This is an optimization exercise on Yosys and OpenROAD, whose aim is small area and a short achievable clock period, not a production implementation. Function was not checked in any run shown here: the RTL went through the layout flow alone.

## flow/design.v (module list and top-level ports; edited modules follow where they fit)
// module nn_mac_engine: 1279 lines
// module nn_fa: 10 lines
// module nn_ha: 9 lines
// module nn_hac: 9 lines
// module nn_fa1: 9 lines
// module nn_gate: 9 lines
// module nn_hcc: 9 lines
// module nn_hct: 9 lines
// module nn_gaten: 9 lines
// module nn_invw: 8 lines
// module nn_ppa: 7 lines
// module nn_ppo: 7 lines
module nn_mac_engine #(
  parameter int unsigned DW      = 8,
  parameter int unsigned N_LANES = 4,
  parameter int unsigned ACC_W   = 24,
  parameter int unsigned LEN_W   = 8,
  parameter int unsigned SH_W    = 5
) (
  input  logic                    clk,
  input  logic                    rst,
  input  logic                    start,
  input  logic [LEN_W-1:0]        len,
  input  logic [SH_W-1:0]         shift,
  input  logic                    relu_en,
  input  logic [N_LANES*DW-1:0]   in_a,
  input  logic [N_LANES*DW-1:0]   in_b,
  input  logic                    in_valid,
  output logic                    in_ready,
  output logic [DW-1:0]           out_data,
  output logic                    out_valid,
  input  logic                    out_ready,
  output logic                    busy,
  output logic                    done
);
  // ...
==> flow/flow/run.sh <==
#!/bin/bash
# Layout flow: the standard layout (standard.sh, unchanged synthesis), except that the
# buffers ORFS puts on the ports are the smallest plain buffer, buf_1, instead of the default
# delay-style buffer; the resizer may still size them up where timing needs it.
set -euo pipefail
bash standard.sh BUFFER_PORTS_ARGS="-buffer_cell sky130_fd_sc_hd__buf_1" finish > standard.log 2>&1
==> flow/standard.sh <==
#!/bin/bash
# synth_recipe.tcl (not shown) runs the flow's synth.tcl, then flattens the netlist and writes it again
# the make line also repeats each setting of config.mk as NAME=value (left out here)
make -C /OpenROAD-flow-scripts/flow DESIGN_CONFIG=/design/flow/config.mk WORK_HOME=/design/flow/orfs CLKGATE_MAP_FILE= SYNTH_SCRIPT=/design/flow/synth_recipe.tcl "${@:-finish}"
==> flow/config.mk <==
export PLATFORM = sky130hd
export DESIGN_NAME = nn_mac_engine
export DESIGN_NICKNAME = nn_mac_engine
export VERILOG_FILES = /design/flow/design.v
export SDC_FILE = /design/flow/constraint.sdc
export NUM_CORES = 4
export LEC_CHECK = 0
export ABC_CLOCK_PERIOD_IN_PS = 4000
export CAP_MARGIN = 20
export CORE_MARGIN = 2
export CORE_UTILIZATION = 40
export PLACE_DENSITY = 0.6
export SETUP_SLACK_MARGIN = 3.5
export SLEW_MARGIN = 20
export SYNTH_HIERARCHICAL = 1
==> flow/constraint.sdc <==
create_clock -name core_clock -period 7.5 [get_ports {clk}]
set_input_delay 1.5000 -clock core_clock [delete_from_list [all_inputs] [get_ports {clk}]]
set_output_delay 1.5000 -clock core_clock [all_outputs]
set_load 0.01 [all_outputs]
==> flow_summary_export.csv, run 1 <==
group,metric,value,unit
floorplan,coreArea,28600,um^2
final_layout,layout_commonest_cell,"nor2_1",
logic_synthesis,synth_compound_area_share,9.23,%
final_layout,n_all_buffers,118,
detailed_routing,vias,8484,
timing,tns,0,ns
global_route,grt_pass1_vias,9130,
placement,place_ws,3.16,ns
global_route,gr-usage-met2,36.5,%
placement,dp.cells,1580,
detailed_routing,drt-total-wl,30600,um
final_layout,layout.comb_gates.multi_input,903,
logic_synthesis,netlist_area,11600,um^2
cts,cts-root-buf,"clkbuf_16",
logic_synthesis,ys_seq_area_share,19.6,%
logic_synthesis,synth_edf_count,14,
final_layout,num_antenna_cells,0,
cts,numCtsBuffers,9,
global_route,grt-busiest-layer,"met2",
logic_synthesis,ys.flop_type,"dfxtp_1",
critical_path,path_cells,"buf_1 -> clkinvlp_4 -> buf_4 -> nor2_1 -> fa_1 -> fa_1 -> fa_1 -> fa_1",
timing,setup_viol,0,
cts,cts_hold_repair.buffers,0,
run_status,status,"no timing/DRC/antenna violations",
logic_synthesis,yosys.area_share.xor_xnor,1.73,%
timing,whs,0.543,ns
logic_synthesis,synth.top_cell.area_share,41.0,%
timing,finalCritPeriodShare,52.6,%
final_layout,fill_cells,2711,
final_layout,final_area,13100,um^2
global_route,grt_pass1_wl,50100,um
critical_path,r2r_end,"acc[22]",
==> run 2: changes to the inputs <==
--- a/flow/config.mk
+++ b/flow/config.mk
@@ -6,5 +6,5 @@
 export NUM_CORES = 4
 export LEC_CHECK = 0
-export ABC_CLOCK_PERIOD_IN_PS = 4000
+export ABC_CLOCK_PERIOD_IN_PS = 3500
 export CAP_MARGIN = 20
 export CORE_MARGIN = 2
==> run 2 against run 1 <==
Synthesized area unchanged. Register-to-register slack is essentially flat. Hold slack is the same. Cell area unchanged. Setup slack unchanged. Critical path type unchanged. Largest cell class unchanged. Critical path depth unchanged. Highest routed layer unchanged. Synthesized cell count is the same. Sequential share of layout area stayed put.
==> flow_summary_export.csv, run 2 <==
group,metric,value,unit
detailed_routing,vias,8484,
timing,whs,0.543,ns
placement,port_buffers,94,
final_layout,top_regs,"acc: 25 flops, cnt: 8 flops, sh: 5 flops",
final_layout,area.growth.synth_to_final,12.7,%
critical_path,crit_slowest_cell,"fa_1",
final_layout,instances_no_fill,1619,
critical_path,crit_start,"in_b[0]",
final_layout,num_antenna_cells,0,
placement,place_ws,3.16,ns
job,maxCapViolations,0,
cts,clk_latency,0.36,ns
timing,layout_setup_ws,3.56,ns
logic_synthesis,ys_seq_area_share,19.6,%
final_layout,multi_input_area,9070,um^2
timing,relSlewSlack,41.3,%
logic_synthesis,ys.flop_type,"dfxtp_1",
logic_synthesis,yosys_warnings,7,
cts,clk_path_buf_depth,2,
timing,setup_viol,0,
floorplan,start_util,40.6,%
logic_synthesis,ys_ff_latch,106,
logic_synthesis,yosys-top-cells-count,"nor2_1 (248), fa_1 (238), inv_1 (90), dfxtp_1 (89), or2_1 (56)",
logic_synthesis,syn_nets,1495,
critical_path,path_class,"input pin to register",
final_layout,utilization,45.7,%
critical_path,cp-start-kind,"input pin",
timing,finalHoldViolations,0,
floorplan,die_w,174,um
cts,cts-root-buf,"clkbuf_16",
final_layout,final_area,13100,um^2
timing,worstMarginPinSlew,0.879,ns
final_layout,top_register,"acc",
global_route,grt_pass1_vias,9130,
logic_synthesis,synth_edf_count,14,
critical_path,path_cells,"buf_1 -> clkinvlp_4 -> buf_4 -> nor2_1 -> fa_1 -> fa_1 -> fa_1 -> fa_1",
timing,fin_skew,0.0116,ns
cts,cts_hold_repair.buffers,0,
detailed_routing,wl_per_cell,18.9,um
logic_synthesis,yosys.area.top_type,"fa_1",
logic_synthesis,yosysUniqueCellTypes,64,
logic_synthesis,synth.top_cell.area_share,41.0,%
cts,numCtsBuffers,9,
logic_synthesis,netlist_area,11600,um^2
floorplan,rows,62,
critical_path,reg2reg_from,"q38",
placement,dp.cells,1580,
detailed_routing,first_pass_iters,5,
final_layout,largest_reg_flops,25,
detailed_routing,drt-total-wl,30600,um
logic_synthesis,syn_area_per_cell,10.3,um^2
placement,dpl_cell_area,12300,um^2
final_layout,final_net_count,1596,
run_status,status,"no timing/DRC/antenna violations",
global_route,grt_max_degree,29,
cts,cts_sinks,106,
floorplan,die_h,174,um
timing,finalCritPeriodShare,52.6,%
placement,gp_congestion,0.937,
final_layout,fill_cells,2711,
final_layout,ff_latch_area,2280,um^2
placement,dp_hpwl,25200,um
timing,max_freq,0.254,GHz
global_route,grt-ovfl-total,0,
worst_hold_path,hold_start,"acc[23]",
global_route,grtUsageTotal,21.0,%
critical_path,max_stage_delay,0.57,ns
floorplan,die_area,30400,um^2
timing,drv_slew,0,
critical_path,end_kind,"register",
global_route,antenna_found_initial,0,
cts,htree_levels,3,
final_layout,layout_commonest_cell,"nor2_1",
detailed_routing,drtIter0Drc,474,
logic_synthesis,synth.most_common_cell,"nor2_1",
floorplan,ios,95,
floorplan,coreArea,28600,um^2
detailed_routing,vias_per_cell,5.24,
logic_synthesis,syn_inst,1129,
timing,layout_min_cycle_time,3.94,ns
global_route,grt_pass1_wl,50100,um
detailed_routing,ant_nets,0,
critical_path,crit_top_cell,"fa_1",
cts,path_clk_slew,0.08,ns
final_layout,drive_gt1_share,9.64,%
cts,cts_tree,"built",
detailed_routing,drc,0,
final_layout,final_cell_mix,"nor2_1 (242), fa_1 (224), buf_1 (94)",
timing,rsz0062_at_grt,"true",
critical_path,crit_fanout,8,
critical_path,r2r_slack,3.59,ns
critical_path,worstPathRequired,7.72,ns
worst_hold_path,hold_path.class,"register to register",
logic_synthesis,yosys-top-cells-area,"fa_1 (41%), dfxtp_1 (15%), nor2_1 (8.0%)",
critical_path,crit_arrival,4.17,ns
timing,tns,0,ns
logic_synthesis,synthArstFlopShare,2.83,%
-- run 2: cell counts in the layout (fill, tap and decap cells not counted) --
Identical to the previous run, type by type.
-- run 2: routing by layer --
metal  GRT usage, %  vias to the layer above  share of wire [%]
li1               -                     3879                  -
met1           28.5                     4290                 44
met2           36.5                      278                 49
met3           2.17                       37                4.9
met4           4.90                        0                1.6
met5              0                        -                  0
-- run 2: worst max-delay path: cells and delay by family --
family | cells | cell delay (ns)
and+or+nand+nor | 1 | 0.12
buffers and inverters | 3 | 0.56
adders and majority gates | 4 | 1.97
-- run 2: worst paths after layout --
check                             to  cells past startpoint
hold / removal               acc[23]                      2
max in group asynchronous  out_valid                      1
hold reg to reg              acc[23]                      2
setup reg to reg             acc[22]                     13
setup / recovery                 q13                      8
min in group asynchronous   in_ready                      1
-- run 2: cell families (layout without fill, tap and decap cells) --
group | after synthesis | in the layout | synth area share, %
adder cells (fa/ha/maj) | 284 | 284 | 46.0
multiplexers | 37 | 37 | 4.15
buffers and inverters | 120 | 226 | 4.29
AO/OA/AOI/OAI | 164 | 164 | 9.24
flip-flops | 106 | 106 | 19.6
AND/OR/NAND/NOR | 395 | 395 | 15.0
XOR/XNOR | 23 | 23 | 1.73
-- run 2: layout make-up --
cell class / count / share of cell area, %
inverters: 92 / 2.74
flip-flops and latches: 106 / 17.4
well taps: 384 / 3.67
repair buffers: 118 / 4.49
clock buffers: 11 / 1.85
clock inverters: 5 / 0.478
multi-input cells: 903 / 69.3
-- run 2: Yosys stat by module (local to each module, per instance), excerpt --
module,times used,area (um^2),cells
nn_fa1,2,27.5,5
nn_fa,237,20.0,1
nn_mac_engine,1,5260,545
nn_ppo,56,6.26,1
nn_ppa,200,3.75,1
nn_ha,17,12.5,1
-- run 2: repair_timing --
action                                  in CTS  in global routing
endpoints found under the hold margin        0                  0
endpoints found under the setup margin      15                 23
resized for setup                           21                 49
setup buffers                               12                 10
cloned                                       0                  1
pin swaps                                    3                 11

re-timing with driven ports:
In the flow no input, the clock included, has a driving cell. The finished layouts below were timed again as built, in two steps.
Step 1: set_driving_cell puts a clkbuf_16 on clk and a buf_2 on each other input, an assumption about the parent block.
Step 2 adds t to the input delays and takes it off the output delays; t is the mean of the earliest and latest rising clock arrival at the registers after step 1. Input paths then give back, and output paths get back, about the clock's delay inside the block.
Three values: ideal ports, drivers, drivers and shift; two values: the first two.
run | t (ns) | slack for setup (ns) | worst setup path at the end
run 1 | 0.392 | 3.557 / 3.575 / 3.183 | input to register
run 2 | 0.392 | 3.557 / 3.575 / 3.183 | input to register
After both steps every run listed still meets setup and hold.
